Background: an optimization exercise with open tools, aiming at small area, a short achievable clock period and few clock cycles per item. Do not read the settings as production practice. Function was checked by simulation only, so behaviour that the tests miss may differ from the original. Power figures rest on the tool's default switching activity, not on a simulated workload.

--- design/flow/design.v ---
module ethernet_ipv4_header_classifier (
  input  logic         clk,
  input  logic         rst_n,
  input  logic         in_tvalid,
  output logic         in_tready,
  input  logic [7:0]   in_tdata,
  input  logic         in_tlast,
  output logic         out_tvalid,
  input  logic         out_tready,
  output logic [127:0] out_tdata
);
  logic [16:0] lc_r;         
  logic [5:0]  sp_r;         
  logic [1:0]  et_r;         
  logic        a4_r;         
  logic [1:0]  pr_r;         
  logic        tdn_r;        
  logic [6:0]  q_r;          
  logic        ak_r;         
  logic        pk_r;         
  logic [31:0] src_r, dst_r;
  logic [7:0]  ttl_r;
  logic [15:0] sport_r, dport_r;
  logic        acc_o, dec_o, aok_o, pok_o;
  logic [2:0]  cls_o;
  logic        ov_r, skv_r, itr_r;
  logic [2:0]  sk_cls;       
  logic [7:0] d;
  logic fire, mid, ev, out_free, to_out, sk_move;
  assign d        = in_tdata;
  assign fire     = in_tvalid && itr_r;
  assign mid      = fire && !in_tlast;
  assign ev       = fire && in_tlast;
  assign out_free = !ov_r || out_tready;
  assign to_out   = ev && out_free;
  assign sk_move  = skv_r && out_tready;
  logic p12, p13, p14, p22, p23, pge13;
  logic [3:0] psrc, pdst;
  assign p12   = sp_r == 6'd12;
  assign p13   = sp_r == 6'd13;
  assign p14   = sp_r == 6'd14;
  assign p22   = sp_r == 6'd22;
  assign p23   = sp_r == 6'd23;
  assign psrc  = {sp_r == 6'd26, sp_r == 6'd27, sp_r == 6'd28, sp_r == 6'd29};
  assign pdst  = {sp_r == 6'd30, sp_r == 6'd31, sp_r == 6'd32, sp_r == 6'd33};
  assign pge13 = sp_r >= 6'd13;
  logic t1, t2, t3, t4, t13;
  assign t1  = !tdn_r && q_r == 7'h7e;
  assign t2  = !tdn_r && q_r == 7'h7f;
  assign t3  = !tdn_r && q_r == 7'd0;
  assign t4  = !tdn_r && q_r == 7'd1;
  assign t13 = !tdn_r && q_r == 7'd10;
  logic e4_13, ea_13, e6_13, e4, ea, e6;
  assign e4_13 = et_r == 2'b01 && d == 8'h00;
  assign ea_13 = et_r == 2'b01 && d == 8'h06;
  assign e6_13 = et_r == 2'b10 && d == 8'hDD;
  assign e4 = p13 ? e4_13 : et_r == 2'b01;
  assign ea = p13 ? ea_13 : et_r == 2'b10;
  assign e6 = p13 ? e6_13 : et_r == 2'b11;
  logic ge, r_aok, r_acc, r_dec;
  logic [2:0] r_cls;
  assign ge    = pge13;
  assign r_aok = ak_r;
  assign r_cls[2] = ge && !e4 || r_aok && pr_r == 2'b00;
  assign r_cls[1] = ge && !e4 && !ea || r_aok && pr_r[1];
  assign r_cls[0] = ge && !e4 && !e6 || r_aok && pr_r[0];
  assign r_acc = ge && !e4 || r_aok;
  assign r_dec = ge && ea || r_aok;
  logic ak_nxt, pk_nxt;
  assign ak_nxt = ak_r || a4_r && q_r == 7'h7c;
  assign pk_nxt = pk_r || a4_r && !q_r[6] &&
                  (pr_r == 2'b01 && tdn_r && q_r[5:0] == 6'd48 ||
                   pr_r == 2'b10 && !tdn_r && q_r[5:0] == 6'd4);
  always_ff @(posedge clk) begin
    if (!rst_n) begin
      a4_r  <= 1'b0;
      q_r   <= 7'h40;
      tdn_r <= 1'b0;
      ak_r  <= 1'b0;
      pk_r  <= 1'b0;
    end else if (fire) begin
      ak_r <= !in_tlast && ak_nxt;
      pk_r <= !in_tlast && pk_nxt;
      if (in_tlast) begin
        a4_r  <= 1'b0;
        q_r   <= 7'h40;
        tdn_r <= 1'b0;
      end else if (p14 && d[3:0] >= 4'd5) begin
        a4_r <= e4 && d[7:4] == 4'd4;
        q_r  <= {1'b1, ~d[3:0], 2'b11};
      end else if (t13) begin
        q_r   <= (d[7:4] >= 4'd5) ? {1'b0, ~d[7:4], 2'b11} : 7'd63;
        tdn_r <= 1'b1;
      end else if (q_r != 7'd63) begin
        q_r <= q_r + 7'd1;
      end
    end
  end
  always_ff @(posedge clk) begin
    if (!rst_n) begin
      lc_r <= 17'd1;
      sp_r <= 6'd0;
    end else begin
      if (!ov_r) begin
        if (mid && !lc_r[16]) lc_r <= lc_r + 17'd1;
      end else if (out_tready) begin
        lc_r <= {11'd0, sp_r + {5'd0, mid} + 6'd1};
      end
      if (sk_move || to_out) begin
        sp_r <= 6'd0;
      end else if (mid && sp_r != 6'd63) begin
        sp_r <= sp_r + 6'd1;
      end
    end
  end
  always_ff @(posedge clk) begin
    if (fire) begin
      if (p12) et_r <= {d == 8'h86, d == 8'h08};
      if (p13) et_r <= e4_13 ? 2'b01 : ea_13 ? 2'b10 : e6_13 ? 2'b11 : 2'b00;
      if (p23) pr_r <= (d == 8'd6)  ? 2'b01 :
                       (d == 8'd17) ? 2'b10 :
                       (d == 8'd1)  ? 2'b11 : 2'b00;
    end
  end
  logic       clr_a, clr_p;
  logic [7:0] da, dp;
  assign clr_a = sk_move || (to_out && !r_aok);
  assign clr_p = sk_move || (to_out && !pk_r);
  assign da    = clr_a ? 8'd0 : d;
  assign dp    = clr_p ? 8'd0 : d;
  always_ff @(posedge clk) begin
    if (clr_a || fire && p22) ttl_r <= da;
    for (int i = 0; i < 4; i++) begin
      if (clr_a || fire && psrc[i]) src_r[8*i +: 8] <= da;
      if (clr_a || fire && pdst[i]) dst_r[8*i +: 8] <= da;
    end
    if (clr_p || fire && t1) sport_r[15:8] <= dp;
    if (clr_p || fire && t2) sport_r[7:0]  <= dp;
    if (clr_p || fire && t3) dport_r[15:8] <= dp;
    if (clr_p || fire && t4) dport_r[7:0]  <= dp;
  end
  always_ff @(posedge clk) begin
    if (sk_move) begin
      cls_o <= sk_cls;
      acc_o <= sk_cls[2];
      dec_o <= sk_cls[2] && !sk_cls[1];
      aok_o <= 1'b0;
      pok_o <= 1'b0;
    end else if (to_out) begin
      cls_o <= r_cls;
      acc_o <= r_acc;
      dec_o <= r_dec;
      aok_o <= r_aok;
      pok_o <= pk_r;
    end
    if (ev && !out_free) sk_cls <= r_cls;
  end
  logic ov_nxt, skv_nxt, blk_nxt;
  assign ov_nxt  = ov_r && !out_tready || skv_r || ev;
  assign skv_nxt = skv_r ? !out_tready : ev && ov_r && !out_tready;
  assign blk_nxt = ov_r && !out_tready && (mid ? sp_r >= 6'd21 : sp_r >= 6'd22);
  always_ff @(posedge clk) begin
    if (!rst_n) begin
      ov_r  <= 1'b0;
      skv_r <= 1'b0;
      itr_r <= 1'b1;
    end else begin
      ov_r  <= ov_nxt;
      skv_r <= skv_nxt;
      itr_r <= !skv_nxt && !blk_nxt;
    end
  end
  assign in_tready  = itr_r;
  assign out_tvalid = ov_r;
  assign out_tdata  = {lc_r, dport_r, sport_r, pok_o, ttl_r, dst_r, src_r,
                       aok_o, dec_o, cls_o, acc_o};
endmodule
--- design/flow/flow/run.sh ---
#!/bin/bash
# Standard synthesis, then the standard layout with plain buffers on the ports and
# without the delay cells as buffers.
set -uo pipefail
bash standard.sh synth > synth.log 2>&1 || exit 1
export BUFFER_PORTS_ARGS="-buffer_cell sky130_fd_sc_hd__buf_1"
export DONT_USE_CELLS="sky130_fd_sc_hd__clkdlybuf4s15_1 sky130_fd_sc_hd__clkdlybuf4s15_2 sky130_fd_sc_hd__clkdlybuf4s18_1 sky130_fd_sc_hd__clkdlybuf4s18_2 sky130_fd_sc_hd__clkdlybuf4s25_1 sky130_fd_sc_hd__clkdlybuf4s25_2 sky130_fd_sc_hd__clkdlybuf4s50_1 sky130_fd_sc_hd__clkdlybuf4s50_2 sky130_fd_sc_hd__dlygate4sd1_1 sky130_fd_sc_hd__dlygate4sd2_1 sky130_fd_sc_hd__dlygate4sd3_1 sky130_fd_sc_hd__dlymetal6s2s_1 sky130_fd_sc_hd__dlymetal6s4s_1 sky130_fd_sc_hd__dlymetal6s6s_1"
export CTS_ARGS="-sink_clustering_enable -repair_clock_nets -dont_use_dummy_load -buf_list {sky130_fd_sc_hd__clkbuf_4 sky130_fd_sc_hd__clkbuf_8}"
bash standard.sh > layout.log 2>&1
--- design/flow/standard.sh ---
#!/bin/bash
# synth_recipe.tcl (not shown) runs the flow's synth.tcl, then flattens the netlist and writes it again
# the make line also repeats each setting of config.mk as NAME=value (left out here)
make -C /OpenROAD-flow-scripts/flow DESIGN_CONFIG=/design/flow/config.mk WORK_HOME=/design/flow/orfs CLKGATE_MAP_FILE= SYNTH_SCRIPT=/design/flow/synth_recipe.tcl "${@:-finish}"
--- design/flow/config.mk ---
export PLATFORM = sky130hd
export DESIGN_NAME = ethernet_ipv4_header_classifier
export DESIGN_NICKNAME = ethernet_ipv4_header_classifier
export VERILOG_FILES = /design/flow/design.v
export SDC_FILE = /design/flow/constraint.sdc
export NUM_CORES = 4
export LEC_CHECK = 0
export ABC_AREA = 1
export CAP_MARGIN = 20
export CORE_MARGIN = 2
export CORE_UTILIZATION = 50
export CTS_BUF_LIST = sky130_fd_sc_hd__clkbuf_4 sky130_fd_sc_hd__clkbuf_8
export SETUP_SLACK_MARGIN = 3.4
export SLEW_MARGIN = 20
export TNS_END_PERCENT = 20
--- design/flow/constraint.sdc ---
create_clock -name core_clock -period 5.5 [get_ports {clk}]
set_input_delay 1.1000 -clock core_clock [delete_from_list [all_inputs] [get_ports {clk}]]
set_output_delay 1.1000 -clock core_clock [all_outputs]
set_load 0.01 [all_outputs]
==> run notes <==
cell type report:
| class | instances | area [µm²] |
|---|---|---|
| well taps | 176 | 220 |
| clock buffers | 17 | 234 |
| repair buffers | 149 | 608 |
| fillers | 1192 | 5110 |
| multi-input cells | 404 | 2330 |
| inverters | 90 | 367 |
| flip-flops and latches | 155 | 4270 |
logic make-up (layout without fill, tap and decap cells):
kind of cell	count (synthesis)	in the layout	share of synthesized area
and+or+nand+nor	311	313	0.208
DFF	155	155	0.639
buffers and inverters	101	256	0.0620
AOI/OAI and AO/OA	76	76	0.0654
adders and majority gates	11	11	0.0206
xor gates and xnor gates	4	4	0.00525
worst paths after layout:
| kind | cells past startpoint | slack (ns) | end | start |
|---|---|---|---|---|
| worst min register to register | 2 | 0.46 | pok_o | pok_o |
| worst max register to register | 11 | 3.58 | q_r[2] | sp_r[0] |
| worst min-delay path | 2 | 0.46 | pok_o | pok_o |
| worst max-delay path | 9 | 3.38 | src_r[25] | out_tready |
where the power goes:
part           internal [W]  switching [W]  total (W)
sequential          0.00132      0.0000259    0.00135
clock              0.000272       0.000344   0.000616
combinational     0.0000694       0.000169   0.000239
through the flow:
stage / setup WS, ns / hold WS [ns] / instance area [µm²] / power, W
6_report: 3.38 / 0.462 / 8030 / 0.00220
5_1_grt: 3.30 / 0.480 / 8030 / 0.00229
4_1_cts: 3.27 / 0.458 / 7850 / 0.00220
3_5_place_dp: 2.47 / 0.448 / 7560 / 0.00159
3_3_place_gp: 2.57 / 0.446 / 7560 / 0.00159
2_1_floorplan: 3.22 / 0.426 / 6890 / 0.00151
layer usage:
| layer | share of wire | track usage | wire [µm] |
|---|---|---|---|
| met1 | 0.46 | 0.309 | 7330 |
| met2 | 0.47 | 0.356 | 7470 |
| met3 | 0.057 | 0.0466 | 908 |
| met4 | 0.015 | 0.0816 | 237 |
| met5 | 0 | 0 | 0 |
cell usage in the layout (no fill, tap or decap), drive strengths merged, types with 2 or more instances in the layout:
master  count
edfxtp    116
clkinv      3
a21oi      31
nor3       18
xnor2       2
o31ai       5
o21ai      29
clkbuf     18
o211ai      2
xor2        2
inv        87
ha         11
nand3      51
a31oi       3
nand4      10
a211oi      2
buf       148
nor2       95
nand3b      2
dfxtp      39
nand2     135
sequential cells by signal, summed over array words and instances (netlist names), 2 cells and up:
name     flops
cls_o        3
dport_r     16
dst_r       32
et_r         2
lc_r        17
pr_r         2
q_r          7
sk_cls       3
sp_r         6
sport_r     16
src_r       32
ttl_r        8
worst max-delay path: stages:
cell and delay (ns):
clkbuf_2 0.14, inv_1 0.08, nand2_1 0.14, nand3_4 0.19, nand2_8 0.15, nand2_8 0.14, clkinv_8 0.16, nor2_4 0.06
buf_4 0.15
timing repair:
action,4_1_cts,5_1_grt
gates resized for setup,18,35
cloned,0,2
setup buffers,0,7
pin swaps,0,6
setup endpoints to repair,202,265
==> run_results.csv <==
group,metric,value,unit
placement,dp.cells,965,
routing,wire_per_inst,16.1,µm
synthesis,synth_cell_types,42,
routing,firstDrtPassIters,5,
routing,vias,5189,
synthesis,netlist_area,6680,µm²
power,p_leak,3.04,nW
global_route,grt_max_degree,17,
finish,diodes,0,
clocking,cts_tree,"yes",
synthesis,yosysWarnings,1,
global_route,grt_overflow,0,
synthesis,synth_commonest_cells,"nand2_1 (127), edfxtp_1 (116), nor2_1 (86), inv_1 (82), nand3_1 (47)",
sta,finalCriticalPeriod,2.12,ns
routing,drc,0,
global_route,grt_pass1_vias,4740,
die,dieWidth,120,µm
power,vdd_drop_max,0.000105,V
synthesis,synth.top_cell.area_share,0.522,
routing,via_per_inst,5.24,
synthesis,synth.avg_cell_area,10.1,µm²
clocking,cts_root_buf,"clkbuf_8",
global_route,track_usage,0.225,
die,initial_utilization,0.508,
clocking,cts_buffers,17,
synthesis,synth.area.top_cells,"edfxtp_1 (52%), dfxtp_1 (12%), nand2_1 (7.1%)",
sta,final_hold_viol_count,0,
critical_path,critPathCaptureType,"flop",
die,die_y,120,µm
critical_path,worstSetupPathType,"primary input to flop",
synthesis,ys_ff_latch,155,
clocking,cts.sinks,155,
finish,final_util,0.611,
synthesis,yosysMostFrequentCell,"nand2_1",
synthesis,synth-seq-area-share,0.639,
sta,tightest_slew,0.599,ns
sta,min_period_over_period,0.386,
finish,syn_to_final_growth,20.3,%
die,boundaryPins,143,
finish,stdcell_count,991,
critical_path,cp_max_fo,11,
die,rows,42,
hold_path,hold_path_class,"flop to flop",
synthesis,synthArstFlopShare,0,
routing,drt_wl_total,15900,µm
synthesis,yosysTopAreaCell,"edfxtp_1",
global_route,grt_pass1_wl,24600,µm
placement,gp_congestion,0.895,
routing,dr.first_iter.drc_count,498,
die,core,13100,µm²
sta,slew_violations,0,
synthesis,synth_nets,682,
global_route,antenna_found_initial,0,
sta,final.setup.tns,0,ns
clocking,htree_num_levels,4,
critical_path,cp-start-kind,"primary input",
critical_path,critPathArrivalTime,2.32,ns
routing,postRouteAntennaNets,0,
sta,setup_violations,0,
sta,fmax,0.471,GHz
clocking,insertion_delay,0.44,ns
finish,nNetsFinal,841,
placement,io_buffers,142,
placement,dpl.hpwl,11700,µm
sta,slew_headroom,0.599,
synthesis,synthCells,658,
job,cap_violations,0,
sta,finalClockSkew,0.0261,ns
power,power_density,274,nW/µm²
finish,drive_above_1_share,0.131,
clocking,cts_hold_repair.buffers,0,
synthesis,synth_edf_count,116,
die,die_area,14300,µm²
sta,rsz0062_at_grt,"yes",
clocking,path_clk_slew,0.07,ns
outcome,status,"no timing/DRC/antenna violations",
critical_path,worstPathRequired,5.70,ns
clocking,clockBufferDepth,2,
synthesis,ys.flop_type,"edfxtp_1",
Testbench counts, summed over its fixed seeds: cycles 308,813, bytes 308,670.

afterwards: timing with drivers on the ports:
In the flow no input, the clock included, has a driving cell. The finished layout below was timed again as built, in two steps. Step 1 sets driving cells, clkbuf_16 on the clock port and buf_2 on the other inputs (assumed; they add their load-dependent delay and slew). Step 2 times the ports against the registers' clock, not the clock port: input delays grow and output delays shrink by t, the midpoint of the rising clock arrivals with the driver on. a / b / c = ideal / step 1 / step 2; a / b = the first two.
t, ns: 0.468
slack for setup (ns): 3.378 / 3.363 / 2.922
worst hold slack (ns): 0.462 / 0.462 / 0.462
clock arrival spread, ns: 0.026 / 0.026
After both steps setup and hold are still met in this run. The setup slack of this run moves by -0.015 ns with the drivers and by -0.456 ns with both steps.
